What follows belongs to an exercise in optimizing a design on an open flow for small area; a production flow would make more cautious choices.
The RTL was checked by simulation tests, not by an equivalence proof against the original design.
Power is estimated from default activity; no workload was simulated.

$ cat flow/flow/run.sh
#!/bin/bash
# Standard ORFS layout with three changes:
#  - synthesis uses flow/synth.tcl (the standard flow's script, ABC with flow/abc_area.script)
#  - flow/fapol.py then removes inverters around full adders (self-dual flips)
#  - port buffers are buf_1 cells
#  - clock tree: clkbuf_8 clusters of 16 sinks, no dummy loads
set -euo pipefail
HERE=$PWD
MK=$(sed -n 's/^\(make .*\) "\${@:-finish}"$/\1/p' standard.sh | sed "s#SYNTH_SCRIPT=[^ ]*#SYNTH_SCRIPT=$HERE/flow/synth.tcl#")
RES=$HERE/orfs/results/$FLOW_PLATFORM/sad_disparity_row/base
echo "$MK" > make_cmd.log
export MY_ABC_SCRIPT=$HERE/flow/abc_area.script
eval "$MK $RES/1_2_yosys.v" > synth.log 2>&1
cp $RES/1_2_yosys.v 1_2_yosys_orig.v
python3 flow/fapol.py 1_2_yosys_orig.v $RES/1_2_yosys.v > fapol.log 2>&1
CTS="-sink_clustering_enable -repair_clock_nets -buf_list sky130_fd_sc_hd__clkbuf_16 -sink_clustering_size 30 -sink_clustering_max_diameter 60 -dont_use_dummy_load"
eval "$MK BUFFER_PORTS_ARGS='-buffer_cell sky130_fd_sc_hd__buf_1' CTS_ARGS='$CTS' finish" > finish.log 2>&1
: # left out here: write the final layout as DEF
$ cat flow/design.v
package sad_disparity_row_pkg;
    localparam int H_ACTIVE_DEF = 640;
    localparam int V_ACTIVE_DEF = 480;
    localparam int MAXD_DEF     = 16;
    localparam int WIN_DEF      = 5;
    function automatic logic lt11(input logic [10:0] x, input logic [10:0] y);
        logic r;
        r = 1'b0;
        for (int i = 0; i < 11; i++) begin
            r = (~x[i] & y[i]) | (~x[i] & r) | (y[i] & r);
        end
        lt11 = r;
    endfunction
    function automatic logic carry_la(input logic [7:0] x, input logic [7:0] y, input logic c5);
        logic g, p;
        g = (x[5] & y[5]);
        g = (x[6] & y[6]) | (x[6] & g) | (y[6] & g);
        g = (x[7] & y[7]) | (x[7] & g) | (y[7] & g);
        p = (x[5] | y[5]) & (x[6] | y[6]) & (x[7] | y[7]);
        carry_la = g | (p & c5);
    endfunction
endpackage
module sad_argmin (
    input  logic             clk,
    input  logic [15:0][10:0] sad_i,
    output logic [10:0]      min_o,
    output logic [3:0]       idx_o
);
    logic [7:0][10:0] v1;
    logic [7:0]       i1;
    logic [3:0][10:0] v2_d, v2_q;
    logic [3:0][1:0]  i2_d, i2_q;
    logic [1:0][10:0] v3;
    logic [1:0][2:0]  i3;
    logic [10:0] min_d;
    logic [3:0]  idx_d;
    always_comb begin
        for (int i = 0; i < 8; i++) begin
            i1[i] = sad_disparity_row_pkg::lt11(sad_i[2*i+1], sad_i[2*i]);
            v1[i] = i1[i] ? sad_i[2*i+1] : sad_i[2*i];
        end
        for (int i = 0; i < 4; i++) begin
            if (sad_disparity_row_pkg::lt11(v1[2*i+1], v1[2*i])) begin
                v2_d[i] = v1[2*i+1];
                i2_d[i] = {1'b1, i1[2*i+1]};
            end else begin
                v2_d[i] = v1[2*i];
                i2_d[i] = {1'b0, i1[2*i]};
            end
        end
        for (int i = 0; i < 2; i++) begin
            if (sad_disparity_row_pkg::lt11(v2_q[2*i+1], v2_q[2*i])) begin
                v3[i] = v2_q[2*i+1];
                i3[i] = {1'b1, i2_q[2*i+1]};
            end else begin
                v3[i] = v2_q[2*i];
                i3[i] = {1'b0, i2_q[2*i]};
            end
        end
        if (sad_disparity_row_pkg::lt11(v3[1], v3[0])) begin
            min_d = v3[1];
            idx_d = {1'b1, i3[1]};
        end else begin
            min_d = v3[0];
            idx_d = {1'b0, i3[0]};
        end
    end
    always_ff @(posedge clk) begin
        v2_q <= v2_d;
        i2_q <= i2_d;
        min_o <= min_d;
        idx_o <= idx_d;
    end
endmodule
module sad_disparity_row (
    input  logic        clk,
    input  logic        rst_n,
    input  logic [31:0] ix,
    input  logic [31:0] iy,
    input  logic [7:0]  a,
    input  logic [7:0]  b,
    output logic [31:0] ox,
    output logic [31:0] oy,
    output logic [3:0]  disp,
    output logic        disp_valid,
    output logic [10:0] cost
);
    localparam int MAXD = 16;
    localparam int WIN  = 5;
    localparam int BH   = MAXD + WIN;    
    localparam int AH   = WIN + 1;       
    logic active, row_start, vld_in;
    logic shift_en, hold_en;
    logic row_ok_q;
    logic [BH-1:0][7:0] bh_q;
    logic [AH-1:0][7:0] nah_q;           
    logic act1_q, start1_q;
    logic [MAXD-1:0][10:0] sum_q;
    logic [MAXD-1:0][10:0] sum_d;
    logic [10:0] min_sad;
    logic [3:0]  min_idx;
    logic [1:0][10:0] cost_p_q;
    logic [1:0][3:0]  disp_p_q;
    logic [5:0][31:0] ix_p_q;
    logic [5:0][31:0] iy_p_q;
    logic [5:0] v_p_q;
    logic [5:0] rv_p_q;
    assign active = (ix < 32'd640) && (iy < 32'd480);
    assign row_start = active && (ix == 32'd0);
    assign vld_in = active && row_ok_q && (ix >= 32'd19);
    assign shift_en = active & ~row_start;
    assign hold_en = ~active;
    always_ff @(posedge clk) begin
        bh_q[0] <= active ? b : bh_q[0];
        nah_q[0] <= active ? ~a : nah_q[0];
        for (int i = 1; i < BH; i++) begin
            bh_q[i] <= ({8{shift_en}} & bh_q[i-1]) | ({8{hold_en}} & bh_q[i]);
        end
        for (int i = 1; i < AH; i++) begin
            nah_q[i] <= ({8{shift_en}} & nah_q[i-1]) | ({8{hold_en}} & nah_q[i])
                      | {8{row_start}};
        end
        act1_q <= active;
        start1_q <= row_start;
    end
    always_comb begin
        for (int d = 0; d < MAXD; d++) begin
            logic [8:0] c1, c2;
            logic [7:0] t1, t2, u1, v2;
            logic co1, co2;
            logic [10:0] s, ps, pc;
            logic [11:0] r;
            c1[0] = 1'b0;
            c2[0] = 1'b0;
            for (int i = 0; i < 8; i++) begin
                t1[i] = (nah_q[0][i] ^ c1[i]) ^ bh_q[d][i];
                c1[i+1] = (nah_q[0][i] & bh_q[d][i]) | (c1[i] & nah_q[0][i]) | (c1[i] & bh_q[d][i]);
                t2[i] = (nah_q[AH-1][i] ^ c2[i]) ^ bh_q[d+WIN][i];
                c2[i+1] = (nah_q[AH-1][i] & bh_q[d+WIN][i]) | (c2[i] & nah_q[AH-1][i]) | (c2[i] & bh_q[d+WIN][i]);
            end
            co1 = sad_disparity_row_pkg::carry_la(nah_q[0], bh_q[d], c1[5]);
            co2 = sad_disparity_row_pkg::carry_la(nah_q[AH-1], bh_q[d+WIN], c2[5]);
            u1 = t1 ^ {8{~co1}};
            v2 = t2 ^ {8{co2}};
            s = start1_q ? 11'd0 : sum_q[d];
            for (int i = 0; i < 8; i++) begin
                ps[i] = s[i] ^ u1[i] ^ v2[i];
                pc[i] = (s[i] & u1[i]) | (s[i] & v2[i]) | (u1[i] & v2[i]);
            end
            ps[10:8] = ~s[10:8];
            pc[10:8] = s[10:8];
            sum_d[d] = ps + {pc[9:0], co1} + {10'd0, ~co2};
        end
    end
    always_ff @(posedge clk) begin
        if (act1_q) begin
            sum_q <= sum_d;
        end
    end
    sad_argmin u_argmin (
        .clk   (clk),
        .sad_i (sum_q),
        .min_o (min_sad),
        .idx_o (min_idx)
    );
    always_ff @(posedge clk) begin
        cost_p_q[0] <= min_sad;
        disp_p_q[0] <= min_idx;
        cost_p_q[1] <= cost_p_q[0];
        disp_p_q[1] <= disp_p_q[0];
        ix_p_q[0] <= ix;
        iy_p_q[0] <= iy;
        for (int i = 1; i < 6; i++) begin
            ix_p_q[i] <= ix_p_q[i-1];
            iy_p_q[i] <= iy_p_q[i-1];
        end
    end
    always_ff @(posedge clk or negedge rst_n) begin
        if (!rst_n) begin
            row_ok_q <= 1'b0;
            v_p_q <= '0;
            rv_p_q <= '0;
        end else begin
            row_ok_q <= row_ok_q | row_start;
            v_p_q <= {v_p_q[4:0], vld_in};
            rv_p_q <= {rv_p_q[4:0], 1'b1};
        end
    end
    assign ox = rv_p_q[5] ? ix_p_q[5] : 32'd0;
    assign oy = rv_p_q[5] ? iy_p_q[5] : 32'd0;
    assign disp_valid = v_p_q[5];
    assign disp = v_p_q[5] ? disp_p_q[1] : 4'd0;
    assign cost = v_p_q[5] ? cost_p_q[1] : 11'd0;
endmodule
$ cat flow/config.mk
export PLATFORM = sky130hd
export DESIGN_NAME = sad_disparity_row
export DESIGN_NICKNAME = sad_disparity_row
export VERILOG_FILES = /design/flow/design.v
export SDC_FILE = /design/flow/constraint.sdc
export NUM_CORES = 4
export LEC_CHECK = 0
export CAP_MARGIN = 20
export CORE_MARGIN = 2
export CORE_UTILIZATION = 40
export CTS_BUF_LIST = sky130_fd_sc_hd__clkbuf_16
export CTS_CLUSTER_DIAMETER = 60
export CTS_CLUSTER_SIZE = 30
export SETUP_SLACK_MARGIN = 0.05
export SLEW_MARGIN = 20
$ cat flow/flow/fapol.py
#!/usr/bin/env python3
"""Remove inverters around full-adder cells in a Yosys-written sky130 netlist.

A full adder is self-dual: inverting all three inputs inverts both outputs.
Each fa cell may therefore be flipped (inputs and outputs complemented). This
script chooses flips that minimise the number of inverters, then rebuilds the
inverters: one per signal that is needed in the polarity its driver does not
provide. Everything else in the netlist is left as it is.

usage: fapol.py IN.v OUT.v
"""
import re
import sys

CELL_RE = re.compile(r'^\s*(sky130_fd_sc_hd__\w+)\s+(\S+)\s*\((.*?)\);', re.S | re.M)
PIN_RE = re.compile(r'\.(\w+)\(\s*(.*?)\s*\)(?=\s*,|\s*$)', re.S)
OUT_PINS = {'X', 'Y', 'Q', 'Q_N', 'COUT', 'SUM', 'HI', 'LO'}


def esc(n):
    return n + ' ' if n.startswith('\\') else n


def main(src, dst):
    text = open(src).read()
    mod_start = text.index('module ')
    body_start = text.index(';', mod_start) + 1
    end = text.rindex('endmodule')
    head = text[:body_start]
    body = text[body_start:end]

    ports = set()
    for m in re.finditer(r'^\s*(input|output)\s+(\[[^\]]*\]\s*)?(\S+);', body, re.M):
        ports.add(m.group(3))

    cells = []
    spans = []
    for m in CELL_RE.finditer(body):
        typ, name, pins_s = m.group(1), m.group(2), m.group(3)
        pins = [(p, n.strip()) for p, n in PIN_RE.findall(pins_s)]
        cells.append([typ, name, pins])
        spans.append((m.start(), m.end()))

    def base_of(net):
        # port bits such as ox[3] belong to port ox
        b = net.split('[')[0].strip()
        return b

    def is_port(net):
        return base_of(net) in ports or net in ports

    def is_const(net):
        return "'" in net

    driver = {}
    for i, (typ, name, pins) in enumerate(cells):
        for p, n in pins:
            if p in OUT_PINS:
                driver[n] = (i, p)

    def is_xor(i):
        return re.match(r'sky130_fd_sc_hd__x(n)?or[23]_\d+$', cells[i][0]) is not None

    def is_inv(i):
        return re.match(r'sky130_fd_sc_hd__(clk)?inv_\d+$', cells[i][0]) is not None

    # inverters that may be removed: input and output not a port or constant
    removable = set()
    for i, (typ, name, pins) in enumerate(cells):
        if is_inv(i):
            d = dict(pins)
            if not is_port(d['Y']) and not is_const(d['A']):
                removable.add(i)

    def root(net):
        par = 0
        seen = 0
        while net in driver and driver[net][0] in removable and seen < 100:
            net = dict(cells[driver[net][0]][2])['A']
            par ^= 1
            seen += 1
        return net, par

    fas = [i for i, c in enumerate(cells) if c[0].startswith('sky130_fd_sc_hd__fa_')]
    fa_idx = {i: k for k, i in enumerate(fas)}
    flip = [0] * len(fas)
    fixed = [False] * len(fas)

    # consumers: list of (root_net, parity, fa_k or None)
    # a consumer needs signal root^parity ^ (flip of consumer fa if any)
    consumers = {}
    flex = []
    fa_in = {k: [] for k in range(len(fas))}
    for i, (typ, name, pins) in enumerate(cells):
        if i in removable:
            continue
        k = fa_idx.get(i)
        for pi, (p, n) in enumerate(pins):
            if p in OUT_PINS:
                continue
            if is_const(n):
                if k is not None:
                    fixed[k] = True
                continue
            r, par = root(n)
            if is_xor(i):
                flex.append((i, pi, r, par))
                continue
            consumers.setdefault(r, []).append((i, pi, par, k))
            if k is not None:
                fa_in[k].append(r)
    # output ports driven through removable inverters: treat port as consumer
    port_cons = []
    for i in removable:
        pass

    # roots driven by fa outputs
    fa_out = {k: [] for k in range(len(fas))}
    root_fa = {}
    for k, i in enumerate(fas):
        for p, n in cells[i][2]:
            if p in OUT_PINS:
                fa_out[k].append(n)
                root_fa[n] = k
                if is_port(n):
                    fixed[k] = True


    def phys(r):
        k = root_fa.get(r)
        return flip[k] if k is not None else 0

    def need_inv(r):
        ph = phys(r)
        for (i, pi, par, k) in consumers.get(r, []):
            want = par ^ (flip[k] if k is not None else 0)
            if want != ph:
                return 1
        return 0

    def cost_local(k):
        rs = set(fa_in[k]) | set(fa_out[k])
        return sum(need_inv(r) for r in rs), rs

    total = sum(need_inv(r) for r in consumers)
    # carry chains: fa whose CIN root is another fa's COUT
    out_pin_fa = {}
    for k, i in enumerate(fas):
        d = dict(cells[i][2])
        out_pin_fa[d['COUT']] = k
    nxt = {}
    prv = {}
    for k, i in enumerate(fas):
        d = dict(cells[i][2])
        if is_const(d['CIN']):
            continue
        r, _ = root(d['CIN'])
        j = out_pin_fa.get(r)
        if j is not None and j not in nxt and k not in prv:
            nxt[j] = k
            prv[k] = j
    groups = []
    for k in range(len(fas)):
        if k in prv:
            continue
        ch = [k]
        while ch[-1] in nxt:
            ch.append(nxt[ch[-1]])
        # every contiguous run of the chain is a candidate group
        for a in range(len(ch)):
            for b in range(a + 1, len(ch) + 1):
                groups.append(ch[a:b])

    def try_flip(ks, allow_equal):
        if any(fixed[k] for k in ks):
            return False
        rs = set()
        for k in ks:
            rs |= set(fa_in[k]) | set(fa_out[k])
        before = sum(need_inv(r) for r in rs)
        for k in ks:
            flip[k] ^= 1
        after = sum(need_inv(r) for r in rs)
        if after < before or (allow_equal and after == before):
            return after < before
        for k in ks:
            flip[k] ^= 1
        return False

    import random
    rnd = random.Random(1)
    for rounds in range(40):
        improved = False
        for g in groups:
            if try_flip(g, False):
                improved = True
        if not improved:
            if rounds > 30:
                break
            order = list(range(len(fas)))
            rnd.shuffle(order)
            for k in order[:len(order) // 4]:
                try_flip([k], True)
    total2 = sum(need_inv(r) for r in consumers)

    # rebuild
    new_cells = []
    inv_net = {}
    ninv = 0
    for r in consumers:
        if need_inv(r):
            nn = '_fapol_n%d_' % ninv
            inv_net[r] = nn
            new_cells.append('  sky130_fd_sc_hd__inv_1 _fapol_i%d_ (\n    .A(%s),\n    .Y(%s)\n  );\n' % (ninv, esc(r), nn))
            ninv += 1
    for r in consumers:
        ph = phys(r)
        for (i, pi, par, k) in consumers[r]:
            want = par ^ (flip[k] if k is not None else 0)
            p, n = cells[i][2][pi]
            cells[i][2][pi] = (p, r if want == ph else inv_net[r])

    toggles = {}
    for (i, pi, r, par) in flex:
        ph = phys(r)
        p, n = cells[i][2][pi]
        cells[i][2][pi] = (p, r)
        if par ^ ph:
            toggles[i] = toggles.get(i, 0) ^ 1
    for i, t in toggles.items():
        if t:
            typ = cells[i][0]
            if '__xnor' in typ:
                cells[i][0] = typ.replace('__xnor', '__xor')
            else:
                cells[i][0] = typ.replace('__xor', '__xnor')
            if '2_' in typ:
                # xor2 drives X, xnor2 drives Y
                newp = 'Y' if '__xor2' in typ else 'X'
                cells[i][2] = [(newp if p in ('X', 'Y') else p, n) for p, n in cells[i][2]]
    out = []
    pos = 0
    for i, (s, e) in enumerate(spans):
        out.append(body[pos:s])
        if i not in removable:
            typ, name, pins = cells[i]
            out.append('\n  %s %s (\n%s\n  );' % (typ, name, ',\n'.join('    .%s(%s)' % (p, esc(n)) for p, n in pins)))
        pos = e
    out.append(body[pos:])
    newbody = ''.join(out)
    decl = ''.join('  wire %s;\n' % inv_net[r] for r in inv_net)
    res = head + '\n' + decl + newbody + ''.join(new_cells) + text[end:]
    open(dst, 'w').write(res)
    old_inv = sum(1 for i in range(len(cells)) if is_inv(i))
    print('fapol: %d fa cells, %d flipped, inverters %d -> %d (removable %d, kept %d, new %d)' % (
        len(fas), sum(flip), old_inv, old_inv - len(removable) + ninv, len(removable),
        old_inv - len(removable), ninv))


if __name__ == '__main__':
    main(sys.argv[1], sys.argv[2])
$ cat flow/flow/abc_area.script
&get -n
&st
&dch
&nf
&put
$ cat flow/flow/synth.tcl
# The standard flow's synthesis script, with the ABC step given an area-leaning script
proc synth {args} { yosys synth -nofsm -noshare {*}$args }
proc abc {args} {
  set i [lsearch -exact $args -script]
  if {$i >= 0 && [info exists ::env(MY_ABC_SCRIPT)]} {
    set args [lreplace $args [expr {$i+1}] [expr {$i+1}] $::env(MY_ABC_SCRIPT)]
  }
  yosys abc {*}$args
}
source $::env(SCRIPTS_DIR)/synth.tcl
# left out here: clear keep_hierarchy, flatten, clean up, hide names made inside functions, write 1_2_yosys.v
$ cat flow/standard.sh
#!/bin/bash
# synth_recipe.tcl (not shown) runs the flow's synth.tcl, then flattens the netlist and writes it again
# the make line also repeats each setting of config.mk as NAME=value (left out here)
make -C /OpenROAD-flow-scripts/flow DESIGN_CONFIG=/design/flow/config.mk WORK_HOME=/design/flow/orfs CLKGATE_MAP_FILE= SYNTH_SCRIPT=/design/flow/synth_recipe.tcl "${@:-finish}"
$ cat flow/constraint.sdc
create_clock -name core_clock -period 6.0 [get_ports {clk}]
set_input_delay 1.2000 -clock core_clock [delete_from_list [all_inputs] [get_ports {clk}]]
set_output_delay 1.2000 -clock core_clock [all_outputs]
set_load 0.01 [all_outputs]
==> run_results.csv, run 1 <==
group,metric,value,unit
status,outcome,"timing/DRC/antenna clean",
placed_design,place_area,47400,µm²
grt,antenna_found_initial,7,
synthesis,yosysWarnings,2,
sta,drv_slew,0,
floorplanning,core,109000,µm²
sta,tightest_slew,1.13,ns
sta,finalSetupViolCount,0,
min_path,whs_path_depth,0,
grt,grt_pass1_wl,169,mm
floorplanning,die_x,335,µm
worst_setup_path,r2r_slack,0.24,ns
worst_setup_path,cp_max_fo,5,
pwr,powerDensity,215,nW/µm²
sta,skew,0.0919,ns
sta,relSlewSlack,24.6,%
route,drt_iter0_markers,1958,
min_path,hp-class,"flop to flop",
grt,grt_pass1_vias,28140,
min_path,min_to,"ix_p_q[95]",
finish,area_delta_synth_final,13.1,%
clocking,root_buffer,"clkbuf_16",
finish,final_nets,4753,
floorplanning,dieArea,113000,µm²
route,viasPerCell,5.12,
worst_setup_path,arrival,6.09,ns
route,first_pass_iters,5,
synthesis,synth_nets,4392,
worst_setup_path,r2r_end,"sum_q[120]",
run,cap_violations,0,
clocking,clockBufferDepth,3,
worst_setup_path,crit_path_end_kind,"flop",
route,drc,0,
pwr,irDropWorstVdd,173,µV
finish,drive_gt1_share,7.58,%
sta,final.min_clock_period,5.76,ns
synthesis,syn_inst,3782,
finish,final_core_util,45.7,%
worst_setup_path,path_buf_inv,4,
synthesis,synth.avg_cell_area,11.6,µm²
route,ant_nets,0,
synthesis,netlist_area,44000,µm²
worst_setup_path,startpoint_type,"flop",
floorplanning,floorplan.initialDensity,40.4,%
worst_setup_path,crit_top_cell,"fa_1",
clocking,postCtsHoldBufs,0,
route,drt-total-wl,112,mm
worst_setup_path,cp.required,6.33,ns
clocking,cts_num_sinks,888,
min_path,hold_start,"ix_p_q[63]",
route,avgRoutedWirePerCell,20.1,µm
worst_setup_path,slowest_delay,0.47,ns
sta,hold_violations,0,
floorplanning,num_rows,121,
placed_design,preCtsSetupSlack,-0.0663,ns
sta,rsz0062_at_grt,"true",
floorplanning,die_h,335,µm
pwr,finalPower,10.7,mW
clocking,clk_latency,0.68,ns
sta,fin_crit_sh,96.0,%
grt,grt-ovfl-total,0,
floorplanning,ios,162,
finish,fin_area,49700,µm²
worst_setup_path,cp_top_family,"adder cells",
grt,track_usage,19.8,%
grt,grt_max_degree,149,
placed_design,finalWeightedCongestion,0.889,
route,num_vias,28450,
clocking,htree_levels,3,
worst_setup_path,crit_slowest_cell,"fa_1",
worst_setup_path,reg2reg_depth,25,
placed_design,io_buffers,161,
clocking,cts_tree,"built",
worst_setup_path,r2r_start,"nah_q[0]",
sta,max_freq,174,MHz
pwr,p_leak,21.2,nW
clocking,path_clk_slew,0.10,ns
placed_design,dp_hpwl,86.4,mm
clocking,cts-buffers-inserted,78,
sta,setup_ws,0.242,ns
worst_setup_path,worstSetupPathType,"flop to flop",
[registers in the layout, indices dropped and copies added, names as in the netlist]
| signal | flops |
|---|---|
| u_argmin.min_o | 11 |
| disp_p_q | 8 |
| rv_p_q | 6 |
| v_p_q | 6 |
| u_argmin.idx_o | 4 |
| sum_q | 176 |
| bh_q | 168 |
| u_argmin.i2_q | 8 |
| act1_q | 1 |
| start1_q | 1 |
| row_ok_q | 1 |
| u_argmin.v2_q | 44 |
| iy_p_q | 192 |
| ix_p_q | 192 |
| cost_p_q | 22 |
| nah_q | 48 |
[cell usage in the layout (no fill, tap or decap), types with 43 or more instances in the layout]
cell	count
a21o_1	66
a21oi_1	214
a22o_1	64
and2_0	82
buf_1	161
buf_4	109
clkbuf_16	78
dfxtp_1	677
edfxtp_1	192
fa_1	314
ha_1	174
inv_1	333
maj3_1	43
mux2i_1	86
nand2_1	175
nand2b_1	76
nor2_1	114
nor2b_1	99
o21ai_0	98
o22ai_1	159
xnor2_1	243
xor2_1	207
[area by class of cell]
type | instances | area (µm²)
fillers | 10013 | 59100
inverters | 336 | 1260
flip-flops and latches | 888 | 19800
well taps | 1414 | 1770
multi-input cells | 2558 | 23400
clock buffers | 78 | 1950
repair buffers | 281 | 1590
diodes | 2 | 5.00
[stage by stage]
step	setup TNS, ns	hold WS (ns)	std cells
2_1_floorplan	-45.69	0.310	3782
5_1_grt	-0.00382	0.284	5555
3_5_place_dp	-0.0710	0.312	5470
4_1_cts	0	0.284	5548
3_3_place_gp	0	0.310	5470
6_report	0	0.285	5557
[power breakdown]
group / switching, mW / leakage [nW] / internal [mW]
clock: 2.07 / 0.961 / 2.28
combinational: 0.0539 / 12.7 / 0.0315
sequential: 0.0262 / 7.58 / 6.21
total: 2.15 / 21.2 / 8.52
[worst max-delay path by stage]
stage | start | to | slack, ns | cells past startpoint
2_1_floorplan | iy[31] | nah_q[15] | -0.44 | 7
3_3_place_gp | nah_q[0] | sum_q[142] | 0.06 | 22
3_5_place_dp | nah_q[0] | sum_q[142] | -0.07 | 22
4_1_cts | nah_q[0] | sum_q[142] | 0.03 | 22
5_1_grt | nah_q[0] | sum_q[120] | -0.004 | 25
6_report | nah_q[0] | sum_q[120] | 0.24 | 25
[timing repair]
item                                    in CTS  in global routing
pin swaps                                    3                 26
gates resized for setup                      5                 77
endpoints found under the setup margin       4                 29
setup buffers                                0                  7
[layer usage]
metal / up-vias / track usage, % / share of wire (%) / wire length [µm]
met4: 0 / 6.79 / 3.5 / 3900
met3: 188 / 4.50 / 7.1 / 7920
met1: 13838 / 27.1 / 45 / 50100
met2: 807 / 30.9 / 45 / 49600
met5: - / 0 / 0 / 0
li1: 13617 / - / - / -
==> inputs of run 2 (changes only) <==
--- a/flow/flow/run.sh
+++ b/flow/flow/run.sh
@@ -13,6 +13,6 @@
 eval "$MK $RES/1_2_yosys.v" > synth.log 2>&1
 cp $RES/1_2_yosys.v 1_2_yosys_orig.v
 python3 flow/fapol.py 1_2_yosys_orig.v $RES/1_2_yosys.v > fapol.log 2>&1
-CTS="-sink_clustering_enable -repair_clock_nets -buf_list sky130_fd_sc_hd__clkbuf_16 -sink_clustering_size 30 -sink_clustering_max_diameter 60 -dont_use_dummy_load"
+CTS="-sink_clustering_enable -repair_clock_nets -buf_list sky130_fd_sc_hd__clkbuf_8 -sink_clustering_size 22 -sink_clustering_max_diameter 60 -dont_use_dummy_load"
 eval "$MK BUFFER_PORTS_ARGS='-buffer_cell sky130_fd_sc_hd__buf_1' CTS_ARGS='$CTS' finish" > finish.log 2>&1
 : # left out here: write the final layout as DEF
--- a/flow/config.mk
+++ b/flow/config.mk
@@ -8,8 +8,8 @@
 export CAP_MARGIN = 20
 export CORE_MARGIN = 2
 export CORE_UTILIZATION = 40
-export CTS_BUF_LIST = sky130_fd_sc_hd__clkbuf_16
+export CTS_BUF_LIST = sky130_fd_sc_hd__clkbuf_8
 export CTS_CLUSTER_DIAMETER = 60
-export CTS_CLUSTER_SIZE = 30
+export CTS_CLUSTER_SIZE = 22
 export SETUP_SLACK_MARGIN = 0.05
 export SLEW_MARGIN = 20
==> run 2 against run 1 <==
Effect of this change: non-clock buffer count up 4; global-route usage about the same; critical endpoint is now sum_q[76]; utilization down 0.74 points; still clean on timing, DRC and antenna; flip-flop and latch count unchanged; synthesized cell count unchanged; sequential power about the same; clock skew up 0.026 ns; largest power group unchanged.
==> run_results.csv, run 2 <==
group,metric,value,unit
pwr,finalPower,9.46,mW
sta,rsz0062_at_grt,"true",
grt,track_usage,19.8,%
grt,grt_max_degree,149,
synthesis,synth_nets,4392,
sta,finalSetupTns,0,ns
sta,tightest_slew,1.15,ns
grt,grt_pass1_vias,28195,
finish,area_delta_synth_final,11.3,%
worst_setup_path,cp.required,6.51,ns
finish,final_core_util,44.9,%
clocking,htree_levels,3,
clocking,path_clk_slew,0.11,ns
grt,met2_usage,31.2,%
sta,max_freq,173,MHz
placed_design,place_area,47400,µm²
floorplanning,die_x,335,µm
clocking,root_buffer,"clkbuf_8",
worst_setup_path,arrival,6.29,ns
floorplanning,num_rows,121,
route,drc,0,
placed_design,io_buffers,161,
pwr,irDropWorstVdd,149,µV
finish,fin_area,48900,µm²
sta,drv_slew,0,
synthesis,yosysWarnings,2,
placed_design,preCtsSetupSlack,-0.0663,ns
synthesis,netlist_area,44000,µm²
route,avgRoutedWirePerCell,20.0,µm
grt,gr-usage-met1,27.6,%
grt,grt_pass1_wl,169,mm
sta,skew,0.118,ns
worst_setup_path,cp_max_fo,8,
floorplanning,dieArea,113000,µm²
status,outcome,"timing/DRC/antenna clean",
route,ant_nets,0,
pwr,powerDensity,193,nW/µm²
route,viasPerCell,5.13,
finish,biggestRegsByFlops,"ix_p_q: 192 flops, iy_p_q: 192 flops, sum_q: 176 flops",
sta,final.min_clock_period,5.78,ns
sta,fin_crit_sh,96.4,%
worst_setup_path,crit_slowest_cell,"fa_1",
synthesis,syn_inst,3782,
worst_setup_path,cp_top_family,"adder cells",
route,num_vias,28544,
finish,fillCellCount,10124,
finish,final_cell_mix,"dfxtp_1, inv_1, fa_1, xnor2_1, a21oi_1",
grt,top_usage_layer,"met2",
floorplanning,die_h,335,µm
grt,antenna_found_initial,10,
sta,relSlewSlack,23.1,%
worst_setup_path,slowest_delay,0.46,ns
worst_setup_path,crit_top_cell,"fa_1",
placed_design,finalWeightedCongestion,0.889,
floorplanning,ios,162,
grt,use_met3,3.60,%
worst_setup_path,startpoint_type,"flop",
worst_setup_path,path_buf_inv,2,
floorplanning,core,109000,µm²
min_path,hp-class,"flop to flop",
clocking,cts-buffers-inserted,81,
finish,layout_commonest_cell,"dfxtp_1",
route,first_pass_iters,5,
floorplanning,floorplan.initialDensity,40.4,%
sta,setup_ws,0.218,ns
worst_setup_path,crit_path_end_kind,"flop",
grt,grt-ovfl-total,0,
worst_setup_path,path_cells,"buf_4, ha_1, fa_2, fa_1, fa_1, fa_1, inv_1, maj3_1, a21oi_1, a21oi_4, xor2_2, fa_1, fa_2, fa_1, nand3_1, nand2_1, a21o_1, a21oi_2, o21bai_1, a21oi_2, o21bai_1, a21oi_2, xnor2_1",
worst_setup_path,worstSetupPathType,"flop to flop",
sta,fin_hold_ws,0.259,ns
finish,stdcell_count,5564,
clocking,cts_num_sinks,888,
clocking,clk_latency,0.78,ns
placed_design,dp_hpwl,86.4,mm
sta,finalSetupViolCount,0,
route,drt_iter0_markers,2039,
finish,drive_gt1_share,7.79,%
placed_design,dp_cells,5470,
clocking,clockBufferDepth,3,
clocking,cts_tree,"built",
synthesis,synth.avg_cell_area,11.6,µm²
route,drt-total-wl,111,mm
finish,final_nets,4760,
pwr,p_leak,20.9,nW
sta,hold_violations,0,
run,cap_violations,0,
run 2: layout make-up:
class | instances | area, µm² | share of cell area, %
multi-input cells | 2558 | 23400 | 47.8
flip-flops and latches | 888 | 19800 | 40.4
well taps | 1414 | 1770 | 3.62
repair buffers | 285 | 1620 | 3.31
inverters | 336 | 1260 | 2.59
clock buffers | 81 | 1110 | 2.28
diodes | 2 | 5.00 | 0.0102
run 2: worst paths after layout:
check | startpoint | end | slack, ns | cells after the start
worst max-delay path | nah_q[0] | sum_q[76] | 0.22 | 23
worst min-delay path | ix_p_q[61] | ix_p_q[93] | 0.26 | 0
worst max register to register | nah_q[0] | sum_q[76] | 0.22 | 23
worst min register to register | ix_p_q[61] | ix_p_q[93] | 0.26 | 0
max in group asynchronous | rst_n | v_p_q[0] | 5.10 | 1
min in group asynchronous | rst_n | rv_p_q[0] | 0.42 | 1
run 2: routing by layer:
metal | part of all wire [%] | wire, µm
met1 | 46 | 50800
met2 | 45 | 50000
met3 | 6.3 | 7060
met4 | 3.2 | 3590
met5 | 0 | 0
run 2: what timing repair did:
item	CTS	global route
resized for setup	7	76
hold buffers	0	0
setup buffers	1	10
setup endpoints to repair	6	31
pin swaps	4	23
run 2: where the power goes:
| group | internal, mW | switching, mW |
|---|---|---|
| clock network | 1.20 | 1.93 |
| logic | 0.0315 | 0.0542 |
| registers | 6.21 | 0.0260 |
==> inputs of run 3 (changes only) <==
--- a/flow/flow/run.sh
+++ b/flow/flow/run.sh
@@ -13,6 +13,6 @@
 eval "$MK $RES/1_2_yosys.v" > synth.log 2>&1
 cp $RES/1_2_yosys.v 1_2_yosys_orig.v
 python3 flow/fapol.py 1_2_yosys_orig.v $RES/1_2_yosys.v > fapol.log 2>&1
-CTS="-sink_clustering_enable -repair_clock_nets -buf_list sky130_fd_sc_hd__clkbuf_8 -sink_clustering_size 22 -sink_clustering_max_diameter 60 -dont_use_dummy_load"
+CTS="-sink_clustering_enable -repair_clock_nets -buf_list sky130_fd_sc_hd__clkbuf_4 -sink_clustering_size 10 -sink_clustering_max_diameter 50 -dont_use_dummy_load"
 eval "$MK BUFFER_PORTS_ARGS='-buffer_cell sky130_fd_sc_hd__buf_1' CTS_ARGS='$CTS' finish" > finish.log 2>&1
 : # left out here: write the final layout as DEF
--- a/flow/config.mk
+++ b/flow/config.mk
@@ -8,8 +8,8 @@
 export CAP_MARGIN = 20
 export CORE_MARGIN = 2
 export CORE_UTILIZATION = 40
-export CTS_BUF_LIST = sky130_fd_sc_hd__clkbuf_8
-export CTS_CLUSTER_DIAMETER = 60
-export CTS_CLUSTER_SIZE = 22
+export CTS_BUF_LIST = sky130_fd_sc_hd__clkbuf_4
+export CTS_CLUSTER_DIAMETER = 50
+export CTS_CLUSTER_SIZE = 10
 export SETUP_SLACK_MARGIN = 0.05
 export SLEW_MARGIN = 20
==> run 3 against run 2 <==
Effect of this change: flip-flop and latch count unchanged; critical path depth unchanged; highest routed layer unchanged; maximum frequency up 0.70%; count of clock-buffer cells in the layout up 49; synthesized cell count unchanged; routed wire length up 0.58%; still clean; utilization down 0.11 points; design area down 0.25%; power down 1.7%.
==> run_results.csv, run 3 <==
group,metric,value,unit
status,outcome,"timing/DRC/antenna clean",
worst_setup_path,r2r_end,"sum_q[76]",
grt,track_usage,20.1,%
route,drt-total-wl,112,mm
route,viasPerCell,5.13,
finish,final_core_util,44.8,%
route,drc,0,
worst_setup_path,startpoint_type,"flop",
finish,seq_area,19800,µm²
finish,multi_input_area,23400,µm²
clocking,clk_latency,1.09,ns
sta,setup_ws,0.258,ns
clocking,cts_tree,"built",
placed_design,preCtsSetupSlack,-0.0663,ns
grt,grt_pass1_vias,28591,
clocking,clockBufferDepth,3,
grt,grt_max_degree,149,
worst_setup_path,startpoint,"nah_q[0]",
finish,biggestRegsByFlops,"ix_p_q: 192 flops, iy_p_q: 192 flops, sum_q: 176 flops",
route,avgRoutedWirePerCell,20.0,µm
synthesis,yosysWarnings,2,
worst_setup_path,r2r_start,"nah_q[0]",
worst_setup_path,cp_max_fo,8,
pwr,powerDensity,191,nW/µm²
pwr,p_leak,20.9,nW
finish,fillCellCount,10166,
route,ant_nets,0,
clocking,cts-buffers-inserted,130,
worst_setup_path,arrival,6.51,ns
floorplanning,die_x,335,µm
floorplanning,floorplan.initialDensity,40.4,%
clocking,root_buffer,"clkbuf_4",
sta,relSlewSlack,21.5,%
clocking,htree_levels,4,
synthesis,synth_nets,4392,
worst_setup_path,r2r_slack,0.26,ns
pwr,irDropWorstVdd,97.6,µV
floorplanning,die_h,335,µm
route,drt_iter0_markers,1970,
min_path,hp-class,"primary input to async pin",
grt,grt_pass1_wl,171,mm
grt,met2_usage,31.5,%
sta,skew,0.140,ns
finish,area_delta_synth_final,11.0,%
run,cap_violations,0,
pwr,finalPower,9.30,mW
worst_setup_path,reg2reg_depth,23,
floorplanning,ios,162,
floorplanning,dieArea,113000,µm²
worst_setup_path,worstSetupPathType,"flop to flop",
placed_design,io_buffers,161,
placed_design,place_area,47400,µm²
synthesis,netlist_area,44000,µm²
sta,max_freq,174,MHz
clocking,path_clk_slew,0.11,ns
route,num_vias,28825,
finish,final_cell_mix,"dfxtp_1, inv_1, fa_1, xnor2_1, a21oi_1",
grt,gr-usage-met1,27.8,%
clocking,cts_num_sinks,888,
clocking,postCtsHoldBufs,0,
finish,drive_gt1_share,8.89,%
sta,rsz0062_at_grt,"false",
grt,use_met3,3.83,%
worst_setup_path,cp.required,6.77,ns
sta,finalSetupViolCount,0,
route,first_pass_iters,5,
placed_design,dp_hpwl,86.4,mm
placed_design,finalWeightedCongestion,0.889,
grt,grt-ovfl-total,0,
finish,final_nets,4807,
finish,fin_area,48800,µm²
sta,drv_slew,0,
floorplanning,num_rows,121,
worst_setup_path,endpoint,"sum_q[76]",
synthesis,synth.avg_cell_area,11.6,µm²
synthesis,syn_inst,3782,
finish,layout_commonest_cell,"dfxtp_1",
floorplanning,core,109000,µm²
grt,top_usage_layer,"met2",
grt,antenna_found_initial,7,
worst_setup_path,crit_path_end_kind,"flop",
sta,final.min_clock_period,5.74,ns
sta,hold_violations,0,
sta,fin_crit_sh,95.7,%
sta,tightest_slew,1.18,ns
-- run 3: final cells by class --
class | count | area share [%]
timing repair buffer | 283 | 3.30
sequential | 888 | 40.5
clock buffer | 130 | 2.00
inverter | 336 | 2.60
antenna | 8 | 0.0410
tap | 1414 | 3.63
multi-input combinational | 2558 | 47.9
-- run 3: repair_timing --
item	in CTS	in global routing
pin swaps	3	27
setup endpoints to repair	6	32
gates resized for setup	7	81
setup buffers	0	9
-- run 3: worst min-delay path by stage --
stage | startpoint | endpoint | slack [ns] | cells after the start
after global routing | iy[2] | iy_p_q[2] | 0.08 | 1
after floorplan | u_argmin.min_o[0] | cost_p_q[0] | 0.31 | 0
after CTS | rst_n | rv_p_q[1] | 0.04 | 1
final | rst_n | rv_p_q[1] | 0.17 | 1
after detailed placement | u_argmin.min_o[1] | cost_p_q[1] | 0.31 | 0
after global placement | iy_p_q[18] | iy_p_q[50] | 0.31 | 0
-- run 3: power by group --
group | internal (mW) | switching (mW) | total, mW
clock | 0.996 | 1.99 | 2.98
combinational | 0.0315 | 0.0540 | 0.0855
sequential | 6.21 | 0.0260 | 6.23
-- run 3: per-layer routing --
metal  vias up  wire [µm]
met2       832      50700
met3       184       7590
met1     14047      50800
li1      13762          -
met5         -          0
met4         0       3060
-- run 3: critical path, cell delays in order, from the launching register on --
cell      delay (ns)
edfxtp_1        0.44
buf_6           0.18
ha_1            0.21
fa_2            0.36
fa_1            0.40
fa_2            0.35
fa_1            0.36
inv_1           0.11
maj3_1          0.17
a21oi_1         0.09
a21oi_4         0.17
xor2_2          0.15
fa_1            0.45
fa_2            0.39
fa_1            0.46
nand3_1         0.10
nand2_1         0.08
a21o_1          0.20
a21oi_2         0.15
o21bai_1        0.09
a21oi_2         0.20
o21bai_1        0.11
a21oi_2         0.17
xnor2_1         0.10
-- run 3: metrics by stage --
step	TNS (ns)	hold WS (ns)	instances
after floorplan	-45.69	0.310	3782
after global placement	0	0.310	5470
after detailed placement	-0.0710	0.312	5470
after CTS	0	0.0427	5600
after global routing	0	0.0759	5616
final	0	0.166	5617
==> inputs of run 4 (changes only) <==
--- a/flow/design.v
+++ b/flow/design.v
@@ -108,11 +108,11 @@
     assign active = (ix < 32'd640) && (iy < 32'd480);
     assign row_start = active && (ix == 32'd0);
     assign vld_in = active && row_ok_q && (ix >= 32'd19);
-    assign shift_en = active & ~row_start;
-    assign hold_en = ~active;
+    assign shift_en = act1_q & ~row_start;
+    assign hold_en = ~act1_q & ~row_start;
     always_ff @(posedge clk) begin
-        bh_q[0] <= active ? b : bh_q[0];
-        nah_q[0] <= active ? ~a : nah_q[0];
+        bh_q[0] <= b;
+        nah_q[0] <= ~a;
         for (int i = 1; i < BH; i++) begin
             bh_q[i] <= ({8{shift_en}} & bh_q[i-1]) | ({8{hold_en}} & bh_q[i]);
         end
--- a/flow/flow/run.sh
+++ b/flow/flow/run.sh
@@ -13,6 +13,6 @@
 eval "$MK $RES/1_2_yosys.v" > synth.log 2>&1
 cp $RES/1_2_yosys.v 1_2_yosys_orig.v
 python3 flow/fapol.py 1_2_yosys_orig.v $RES/1_2_yosys.v > fapol.log 2>&1
-CTS="-sink_clustering_enable -repair_clock_nets -buf_list sky130_fd_sc_hd__clkbuf_4 -sink_clustering_size 10 -sink_clustering_max_diameter 50 -dont_use_dummy_load"
+CTS="-sink_clustering_enable -repair_clock_nets -buf_list sky130_fd_sc_hd__clkbuf_8 -sink_clustering_size 16 -sink_clustering_max_diameter 60 -dont_use_dummy_load"
 eval "$MK BUFFER_PORTS_ARGS='-buffer_cell sky130_fd_sc_hd__buf_1' CTS_ARGS='$CTS' finish" > finish.log 2>&1
 : # left out here: write the final layout as DEF
==> flow/flow/abc_area.script (replaced) <==
&get -n
&st
&syn2
&dch
&nf
&put
--- a/flow/config.mk
+++ b/flow/config.mk
@@ -8,8 +8,8 @@
 export CAP_MARGIN = 20
 export CORE_MARGIN = 2
 export CORE_UTILIZATION = 40
-export CTS_BUF_LIST = sky130_fd_sc_hd__clkbuf_4
-export CTS_CLUSTER_DIAMETER = 50
-export CTS_CLUSTER_SIZE = 10
+export CTS_BUF_LIST = sky130_fd_sc_hd__clkbuf_8
+export CTS_CLUSTER_DIAMETER = 60
+export CTS_CLUSTER_SIZE = 16
 export SETUP_SLACK_MARGIN = 0.05
 export SLEW_MARGIN = 20
==> run 4 against run 3 <==
Effect of this change: critical path depth down 1; power up 15%; clock power up about 10%; largest power group unchanged; utilization about the same; area after synthesis grew 0.87%; die area up 0.86%; register-to-register slack worse by 0.02 ns; cell count grew 3.4%; non-clock buffer count increased by 12; still clean on timing, DRC and antenna; sequential power rose by 1%; maximum frequency fell by 0.32%; highest routed layer unchanged.
==> run_results.csv, run 4 <==
group,metric,value,unit
clocking,clockBufferDepth,3,
min_path,hp-class,"flop to flop",
finish,seq_area,19600,µm²
grt,grt_max_degree,162,
placed_design,dp_hpwl,87.5,mm
synthesis,netlist_area,44300,µm²
pwr,internal_power,8.11,mW
sta,fin_crit_sh,96.0,%
sta,tightest_slew,1.02,ns
pwr,pwr-share-comb,10.6,%
grt,track_usage,20.0,%
route,ant_nets,0,
sta,final.min_clock_period,5.76,ns
pwr,clkPwrFrac,30.6,%
sta,skew,0.147,ns
sta,rsz0062_at_grt,"true",
worst_setup_path,crit_top_cell,"fa_1",
synthesis,yosysWarnings,2,
worst_setup_path,r2r_slack,0.24,ns
grt,grt-ovfl-total,0,
route,first_pass_iters,7,
finish,fin_area,49500,µm²
floorplanning,core,110000,µm²
pwr,p_leak,20.8,nW
sta,hold_violations,0,
grt,grt_pass1_vias,28694,
placed_design,place_area,47900,µm²
placed_design,io_buffers,161,
floorplanning,num_rows,122,
pwr,finalPower,10.7,mW
sta,finalSetupViolCount,0,
worst_setup_path,r2r_end,"sum_q[131]",
route,viasPerCell,5.03,
placed_design,preCtsSetupSlack,-0.0346,ns
route,drt-total-wl,113,mm
worst_setup_path,arrival,6.19,ns
worst_setup_path,crit_path_end_kind,"flop",
worst_setup_path,startpoint_type,"flop",
clocking,root_buffer,"clkbuf_8",
pwr,seqPwrFrac,58.8,%
sta,setup_ws,0.240,ns
worst_setup_path,r2r_start,"nah_q[0]",
clocking,cts-buffers-inserted,90,
worst_setup_path,path_cells,"clkbuf_16, ha_1, fa_1, fa_2, fa_1, fa_1, inv_1, a21oi_1, a221oi_2, o21ai_2, xnor2_2, fa_1, fa_2, fa_2, nand3_1, nand2_1, a21o_1, a21oi_2, o21ai_1, a21o_1, a21oi_2, xnor2_1",
worst_setup_path,reg2reg_depth,22,
clocking,cts_tree,"built",
worst_setup_path,cp_max_fo,8,
floorplanning,die_h,337,µm
pwr,p_sw_share,24.5,%
worst_setup_path,slowest_delay,0.52,ns
grt,antenna_found_initial,4,
worst_setup_path,startpoint,"nah_q[0]",
route,avgRoutedWirePerCell,19.5,µm
finish,layout_commonest_cell,"dfxtp_1",
clocking,clk_latency,0.78,ns
placed_design,finalWeightedCongestion,0.899,
floorplanning,ios,162,
finish,final_cell_mix,"dfxtp_1, fa_1, nor2_1, inv_1, a21oi_1",
route,drt_iter0_markers,2079,
clocking,path_clk_slew,0.09,ns
sta,drv_slew,0,
finish,final_core_util,44.9,%
route,num_vias,29208,
worst_setup_path,cp.required,6.43,ns
clocking,htree_levels,3,
finish,fillCellCount,10414,
finish,area_delta_synth_final,11.7,%
synthesis,synth_nets,4546,
worst_setup_path,endpoint,"sum_q[131]",
sta,max_freq,174,MHz
pwr,powerDensity,217,nW/µm²
worst_setup_path,crit_slowest_cell,"fa_1",
worst_setup_path,worstSetupPathType,"flop to flop",
finish,final_nets,4933,
synthesis,synth.avg_cell_area,11.3,µm²
finish,multi_input_area,24000,µm²
finish,biggestRegsByFlops,"ix_p_q: 192 flops, iy_p_q: 192 flops, sum_q: 176 flops",
status,outcome,"timing/DRC/antenna clean",
pwr,power_switching,2.63,mW
finish,drive_gt1_share,7.45,%
route,drc,0,
clocking,cts_num_sinks,888,
floorplanning,dieArea,114000,µm²
pwr,irDropWorstVdd,120,µV
floorplanning,floorplan.initialDensity,40.2,%
synthesis,syn_inst,3936,
run,cap_violations,0,
grt,grt_pass1_wl,172,mm
sta,relSlewSlack,31.8,%
sta,finalSetupTns,0,ns
floorplanning,die_x,337,µm
run 4: how the worst min path moves through the flow:
stage                                  from     endpoint  cells after the start
after floorplan           u_argmin.min_o[0]  cost_p_q[0]                      0
after global placement            ix_p_q[8]   ix_p_q[40]                      0
after detailed placement         ix_p_q[68]  ix_p_q[100]                      0
after CTS                        iy_p_q[90]  iy_p_q[122]                      0
after global routing             iy_p_q[90]  iy_p_q[122]                      0
final                            iy_p_q[90]  iy_p_q[122]                      0
run 4: timing repair:
action / CTS / global route
pin swaps: 3 / 28
endpoints found under the setup margin: 7 / 33
setup buffers: 0 / 6
resized for setup: 11 / 95
hold buffers: 0 / 0
hold endpoints to repair: 0 / 0
cloned: 0 / 1
run 4: through the flow:
stage,std cells,hold WS [ns]
after floorplan,3936,0.310
after CTS,5802,0.273
after global placement,5712,0.310
final,5810,0.273
after global routing,5810,0.285
after detailed placement,5712,0.312
run 4: area by class of cell:
class                      count  share of cell area (%)
multi-input combinational   2757                    48.4
sequential                   888                    39.6
tap                         1488                    3.76
timing repair buffer         295                    3.47
clock buffer                  90                    2.50
inverter                     291                    2.21
antenna                        1                 0.00505
run 4: worst max-delay path: cells and delay by family (launching register included):
| family | cells | cell delay (ns) |
|---|---|---|
| AOI/OAI and AO/OA | 8 | 1.25 |
| xor gates and xnor gates | 2 | 0.23 |
| adders and majority gates | 8 | 3.11 |
| buffers and inverters | 2 | 0.29 |
| DFF | 1 | 0.39 |
| and+or+nand+nor | 2 | 0.17 |
run 4: power groups by stage:
stage          Sequential (mW)  Clock, mW  Combinational, mW
5_1_grt                   6.33       3.65               1.27
3_3_place_gp              6.45          0               1.08
4_1_cts                   6.32       3.42               1.11
2_1_floorplan             6.45          0              0.783
6_report                  6.31       3.28               1.14
3_5_place_dp              6.46          0               1.11
run 4: per-layer routing:
layer | GRT usage (%) | vias to the layer above | part of all wire, % | routed length [µm]
li1 | - | 14127 | - | -
met1 | 27.4 | 14070 | 45 | 51400
met2 | 32.2 | 825 | 45 | 51400
met3 | 3.19 | 186 | 6.2 | 7040
met4 | 6.58 | 0 | 3.2 | 3580
met5 | 0 | - | 0 | 0
==> inputs of run 5 (changes only) <==
==> flow/flow/abc_area.script (replaced) <==
&get -n
&st
&dch
&nf
&put
==> run 5 against run 4 <==
Effect of this change: still clean on timing, DRC and antenna; combinational power increased by 51%; power increased by 6.2%; critical path depth is 2 higher; maximum frequency decreased by 0.64%; count of clock-buffer cells in the layout is the same; hold slack got worse by 0.0054 ns; critical endpoint is now sum_q[21]; largest power group unchanged; highest routed layer unchanged.
==> run_results.csv, run 5 <==
group,metric,value,unit
status,outcome,"timing/DRC/antenna clean",
grt,grt_max_degree,129,
sta,final.min_clock_period,5.80,ns
clocking,clockBufferDepth,3,
floorplanning,die_h,334,µm
worst_setup_path,crit_slowest_cell,"fa_1",
route,first_pass_iters,5,
worst_setup_path,slowest_delay,0.46,ns
worst_setup_path,reg2reg_depth,24,
min_path,hp-class,"flop to flop",
pwr,powerDensity,234,nW/µm²
worst_setup_path,path_cells,"buf_6, buf_4, ha_1, fa_1, fa_1, fa_1, fa_1, inv_1, maj3_1, a21oi_1, a21oi_2, xnor2_2, fa_1, fa_2, fa_2, nand3_1, nand2_1, nand3_1, nand2_1, a21oi_1, o21bai_1, a21o_1, a21oi_1, xnor2_1",
grt,top_usage_layer,"met2",
worst_setup_path,critical_path_depth,24,
grt,grt_pass1_vias,27670,
synthesis,netlist_area,43600,µm²
run,cap_violations,0,
finish,area_delta_synth_final,11.7,%
placed_design,finalWeightedCongestion,0.909,
route,avgRoutedWirePerCell,20.0,µm
sta,rsz0062_at_grt,"true",
worst_setup_path,cp_max_fo,6,
route,drt_iter0_markers,1958,
grt,grt_pass1_wl,168,mm
worst_setup_path,r2r_end,"sum_q[21]",
worst_setup_path,arrival,6.28,ns
route,drc,0,
floorplanning,floorplan.initialDensity,40.2,%
sta,fin_crit_sh,96.6,%
sta,finalSetupViolCount,0,
sta,tightest_slew,1.06,ns
route,ant_nets,0,
grt,track_usage,19.8,%
grt,gr-usage-met1,27.7,%
worst_setup_path,crit_path_end_kind,"flop",
synthesis,synth.avg_cell_area,11.6,µm²
finish,layout_commonest_cell,"dfxtp_1",
finish,final_nets,4744,
worst_setup_path,crit_top_cell,"fa_1",
sta,drv_slew,0,
grt,antenna_found_initial,8,
finish,biggestRegsByFlops,"ix_p_q: 192 flops, iy_p_q: 192 flops, sum_q: 176 flops",
worst_setup_path,worstSetupPathType,"flop to flop",
clocking,cts_tree,"built",
worst_setup_path,r2r_start,"nah_q[40]",
placed_design,dp_hpwl,85.1,mm
worst_setup_path,path_buf_inv,3,
placed_design,io_buffers,161,
clocking,path_clk_slew,0.11,ns
floorplanning,num_rows,121,
synthesis,yosysWarnings,2,
pwr,p_leak,21.0,nW
worst_setup_path,startpoint,"nah_q[40]",
sta,skew,0.112,ns
sta,finalSetupTns,0,ns
sta,relSlewSlack,29.3,%
clocking,root_buffer,"clkbuf_8",
min_path,whs_path_depth,0,
synthesis,synth_nets,4369,
route,drt-total-wl,111,mm
worst_setup_path,r2r_slack,0.20,ns
clocking,clk_latency,0.79,ns
pwr,irDropWorstVdd,152,µV
route,viasPerCell,5.06,
clocking,htree_levels,3,
sta,fin_hold_ws,0.268,ns
floorplanning,die_x,334,µm
grt,use_met3,3.64,%
sta,hold_violations,0,
route,num_vias,28095,
worst_setup_path,endpoint,"sum_q[21]",
grt,grt-ovfl-total,0,
worst_setup_path,cp_top_family,"adder cells",
finish,final_cell_mix,"dfxtp_1, inv_1, fa_1, xnor2_1, a21oi_1",
clocking,cts-buffers-inserted,90,
floorplanning,ios,162,
finish,drive_gt1_share,7.89,%
grt,met2_usage,31.4,%
floorplanning,core,109000,µm²
sta,max_freq,173,MHz
clocking,cts_num_sinks,888,
worst_setup_path,cp.required,6.48,ns
synthesis,syn_inst,3759,
floorplanning,dieArea,112000,µm²
worst_setup_path,startpoint_type,"flop",
-- run 5: power breakdown --
| group | total [mW] | switching, mW | internal [mW] |
|---|---|---|---|
| clock | 3.31 | 1.98 | 1.33 |
| sequential | 6.37 | 0.0345 | 6.33 |
| combinational | 1.72 | 0.947 | 0.775 |
-- run 5: timing repair --
item / in CTS / in global routing
buffers inserted: 0 / 22
hold buffers: 0 / 0
pin swaps: 0 / 28
setup endpoints to repair: 5 / 30
cloned: 0 / 1
resized for setup: 3 / 111
-- run 5: stage by stage --
stage | power [mW] | setup WS, ns | std cells | util [%] | instance area, µm²
detailed placement | 8.16 | 0.0122 | 5433 | 43.2 | 46900
floorplan | 7.74 | 0.0525 | 3759 | - | 43700
finish | 11.4 | 0.203 | 5548 | 44.9 | 48700
global placement | 8.11 | 0.0955 | 5433 | 43.2 | 46900
global route | 12.0 | -0.00286 | 5548 | 44.9 | 48700
CTS | 11.4 | 0.0288 | 5523 | 44.3 | 48100
-- run 5: how the worst min path moves through the flow --
stage	startpoint	end	slack, ns
final	iy_p_q[128]	iy_p_q[160]	0.27
after global routing	rv_p_q[0]	rv_p_q[1]	0.26
after CTS	rv_p_q[0]	rv_p_q[1]	0.25
after detailed placement	cost_p_q[8]	cost_p_q[19]	0.31
after global placement	iy_p_q[88]	iy_p_q[120]	0.31
after floorplan	u_argmin.min_o[0]	cost_p_q[0]	0.31
-- run 5: final cells by class --
class                           instances  area, µm²
Timing Repair Buffer                  283       1620
Fill cell                           10089      59800
Multi-Input combinational cell       2524      23200
Antenna cell                            2       5.00
Tap cell                             1414       1770
Clock buffer                           90       1240
Sequential cell                       888      19600
Inverter                              347       1300
-- run 5: layer usage --
metal | up-vias | part of all wire, %
met3 | 169 | 6.5
met4 | 0 | 2.6
li1 | 13509 | -
met5 | - | 0
met2 | 765 | 45
met1 | 13652 | 45
-- run 5: worst reg2reg max path: cells and delay by family (launching register included) --
| family | cells | cell delay (ns) |
|---|---|---|
| buffers and inverters | 3 | 0.43 |
| AND/OR/NAND/NOR | 4 | 0.36 |
| adder cells (fa/ha/maj) | 9 | 3.13 |
| flip-flops | 1 | 0.41 |
| AO/OA/AOI/OAI | 6 | 0.91 |
| XOR/XNOR | 2 | 0.25 |
==> inputs of run 6 (changes only) <==
--- a/flow/flow/run.sh
+++ b/flow/flow/run.sh
@@ -13,6 +13,6 @@
 eval "$MK $RES/1_2_yosys.v" > synth.log 2>&1
 cp $RES/1_2_yosys.v 1_2_yosys_orig.v
 python3 flow/fapol.py 1_2_yosys_orig.v $RES/1_2_yosys.v > fapol.log 2>&1
-CTS="-sink_clustering_enable -repair_clock_nets -buf_list sky130_fd_sc_hd__clkbuf_8 -sink_clustering_size 16 -sink_clustering_max_diameter 60 -dont_use_dummy_load"
+CTS="-sink_clustering_enable -repair_clock_nets -buf_list sky130_fd_sc_hd__clkbuf_8 -sink_clustering_size 18 -sink_clustering_max_diameter 60 -dont_use_dummy_load"
 eval "$MK BUFFER_PORTS_ARGS='-buffer_cell sky130_fd_sc_hd__buf_1' CTS_ARGS='$CTS' finish" > finish.log 2>&1
 : # left out here: write the final layout as DEF
--- a/flow/config.mk
+++ b/flow/config.mk
@@ -10,6 +10,6 @@
 export CORE_UTILIZATION = 40
 export CTS_BUF_LIST = sky130_fd_sc_hd__clkbuf_8
 export CTS_CLUSTER_DIAMETER = 60
-export CTS_CLUSTER_SIZE = 16
+export CTS_CLUSTER_SIZE = 18
 export SETUP_SLACK_MARGIN = 0.05
 export SLEW_MARGIN = 20
==> run 6 against run 5 <==
Effect of this change: still clean on timing, DRC and antenna; via count about the same; critical path depth down 1; worst setup slack better by 0.026 ns; synthesized cell count unchanged; first-iteration DRC count down 4.2%; clock power down 2%.
==> run_results.csv, run 6 <==
group,metric,value,unit
worst_setup_path,startpoint_type,"flop",
floorplanning,core,109000,µm²
worst_setup_path,arrival,6.24,ns
worst_setup_path,r2r_start,"nah_q[40]",
sta,skew,0.0835,ns
finish,drive_gt1_share,7.19,%
sta,finalSetupTns,0,ns
grt,grt_pass1_vias,27628,
clocking,cts-buffers-inserted,86,
worst_setup_path,reg2reg_depth,23,
finish,layout_commonest_cell,"dfxtp_1",
clocking,root_buffer,"clkbuf_8",
route,drt-total-wl,111,mm
sta,drv_slew,0,
sta,rsz0062_at_grt,"false",
worst_setup_path,r2r_slack,0.23,ns
clocking,clk_latency,0.77,ns
route,ant_nets,0,
synthesis,yosysWarnings,2,
route,drt_iter0_markers,1876,
synthesis,netlist_area,43600,µm²
finish,final_nets,4731,
clocking,clockBufferDepth,3,
route,avgRoutedWirePerCell,20.0,µm
floorplanning,ios,162,
placed_design,io_buffers,161,
pwr,p_leak,20.9,nW
worst_setup_path,path_cells,"buf_4, ha_1, fa_1, fa_1, fa_1, fa_1, inv_1, maj3_1, a21oi_1, a21oi_2, xnor2_1, fa_1, fa_1, fa_1, nand3_1, nand2_1, nand3_1, nand2_1, a21oi_1, o21bai_1, a21o_1, a21oi_1, xnor2_1",
sta,finalSetupViolCount,0,
grt,antenna_found_initial,6,
synthesis,synth_nets,4369,
floorplanning,floorplan.initialDensity,40.2,%
sta,fin_crit_sh,96.2,%
placed_design,preCtsSetupSlack,0.0122,ns
floorplanning,num_rows,121,
run,cap_violations,0,
worst_setup_path,cp.required,6.47,ns
finish,final_cell_mix,"dfxtp_1, inv_1, fa_1, xnor2_1, a21oi_1",
status,outcome,"timing/DRC/antenna clean",
worst_setup_path,slowest_delay,0.47,ns
sta,tightest_slew,1.06,ns
grt,track_usage,19.7,%
grt,grt_max_degree,129,
worst_setup_path,crit_top_cell,"fa_1",
synthesis,synth.avg_cell_area,11.6,µm²
sta,final.min_clock_period,5.77,ns
clocking,cts_tree,"built",
sta,max_freq,173,MHz
floorplanning,die_h,334,µm
grt,grt-ovfl-total,0,
min_path,hold_start,"iy_p_q[128]",
worst_setup_path,cp_top_family,"adder cells",
worst_setup_path,crit_path_end_kind,"flop",
worst_setup_path,endpoint,"sum_q[21]",
route,num_vias,28100,
worst_setup_path,worstSetupPathType,"flop to flop",
route,first_pass_iters,5,
worst_setup_path,path_buf_inv,2,
floorplanning,dieArea,112000,µm²
clocking,cts_num_sinks,888,
worst_setup_path,critical_path_depth,23,
finish,biggestRegsByFlops,"ix_p_q: 192 flops, iy_p_q: 192 flops, sum_q: 176 flops",
route,drc,0,
synthesis,syn_inst,3759,
sta,setup_ws,0.229,ns
floorplanning,die_x,334,µm
min_path,hp-class,"flop to flop",
sta,relSlewSlack,29.4,%
worst_setup_path,startpoint,"nah_q[40]",
worst_setup_path,cp_max_fo,6,
grt,grt_pass1_wl,168,mm
worst_setup_path,crit_slowest_cell,"fa_1",
placed_design,finalWeightedCongestion,0.909,
pwr,powerDensity,233,nW/µm²
finish,area_delta_synth_final,11.2,%
clocking,path_clk_slew,0.10,ns
route,viasPerCell,5.08,
worst_setup_path,r2r_end,"sum_q[21]",
pwr,irDropWorstVdd,142,µV
clocking,htree_levels,3,
sta,hold_violations,0,
placed_design,dp_hpwl,85.1,mm
[run 6: power by group]
part	switching (mW)	internal (mW)	total, mW
registers	0.0359	6.33	6.37
logic	0.943	0.763	1.71
clock network	1.96	1.27	3.23
total	2.94	8.37	11.3
[run 6: worst min path at each step]
stage	end	slack, ns	cells after the start
floorplan	cost_p_q[0]	0.31	0
global placement	iy_p_q[120]	0.31	0
finish	iy_p_q[160]	0.27	0
CTS	iy_p_q[160]	0.27	0
global route	iy_p_q[160]	0.27	0
detailed placement	cost_p_q[19]	0.31	0
[run 6: timing repair]
item                                    CTS  global route
endpoints found under the setup margin    5            29
gates cloned                              0             1
pin swaps                                 0            31
hold buffers                              0             0
setup buffers                             0            14
gates resized for setup                   2            93
[run 6: cell type report]
class	count	area (µm²)
Timing Repair Buffer	274	1540
Tap cell	1414	1770
Fill cell	10105	60000
Inverter	347	1300
Multi-Input combinational cell	2524	23100
Clock buffer	86	1180
Sequential cell	888	19600
Antenna cell	3	7.51
[run 6: worst reg2reg max path, stage by stage (launching register included)]
cell and delay, ns:
dfxtp_4 0.40, buf_4 0.17, ha_1 0.19, fa_1 0.39, fa_1 0.39, fa_1 0.40, fa_1 0.37, inv_1 0.11
maj3_1 0.19, a21oi_1 0.09, a21oi_2 0.15, xnor2_1 0.19, fa_1 0.47, fa_1 0.44, fa_1 0.43, nand3_1 0.10
nand2_1 0.09, nand3_1 0.09, nand2_1 0.09, a21oi_1 0.17, o21bai_1 0.11, a21o_1 0.19, a21oi_1 0.17, xnor2_1 0.09
[run 6: per-layer routing]
metal	wire length, µm	global-route usage [%]
met5	0	0
met1	50700	27.9
met2	50400	31.4
met4	2860	5.12
met3	6900	3.33
[run 6: per-stage QoR]
| step | utilization (%) | power (mW) | instances | cell area [µm²] | hold WS [ns] |
|---|---|---|---|---|---|
| 6_report | 44.7 | 11.3 | 5536 | 48500 | 0.266 |
| 5_1_grt | 44.7 | 11.9 | 5534 | 48500 | 0.266 |
| 4_1_cts | 44.3 | 11.4 | 5519 | 48100 | 0.270 |
| 3_5_place_dp | 43.2 | 8.16 | 5433 | 46900 | 0.312 |
| 3_3_place_gp | 43.2 | 8.11 | 5433 | 46900 | 0.310 |
| 2_1_floorplan | - | 7.74 | 3759 | 43700 | 0.310 |

-- port drivers added, routing unchanged --
The results above use ideal ports. As a check the final layouts listed here were re-extracted and re-timed, cells and wires unchanged. Step 1 (the two cells are an assumption about what drives the block):
set clk [get_ports {clk}]
set_driving_cell -lib_cell sky130_fd_sc_hd__clkbuf_16 $clk
set_driving_cell -lib_cell sky130_fd_sc_hd__buf_2 [delete_from_list [all_inputs] $clk]
Step 2 also shifts input and output timing later by t, the mid clock arrival at the registers, as if the neighbouring blocks saw the same clock. Three values: ideal ports, drivers, drivers and shift; two values: the first two.
run	t, ns	setup slack, ns	clock arrival spread, ns	slew at the worst register clock pin (ns)
run 1	0.698	0.242 / 0.242 / 0.242	0.094 / 0.094	0.10 / 0.10
run 2	0.790	0.218 / 0.218 / 0.218	0.124 / 0.124	0.12 / 0.12
run 3	1.083	0.258 / 0.258 / 0.258	0.148 / 0.147	0.12 / 0.12
run 4	0.774	0.240 / 0.240 / 0.240	0.153 / 0.154	0.09 / 0.09
run 5	0.811	0.203 / 0.203 / 0.203	0.125 / 0.126	0.11 / 0.11
run 6	0.803	0.229 / 0.229 / 0.229	0.101 / 0.101	0.11 / 0.11
After both steps every run listed still meets setup and hold.
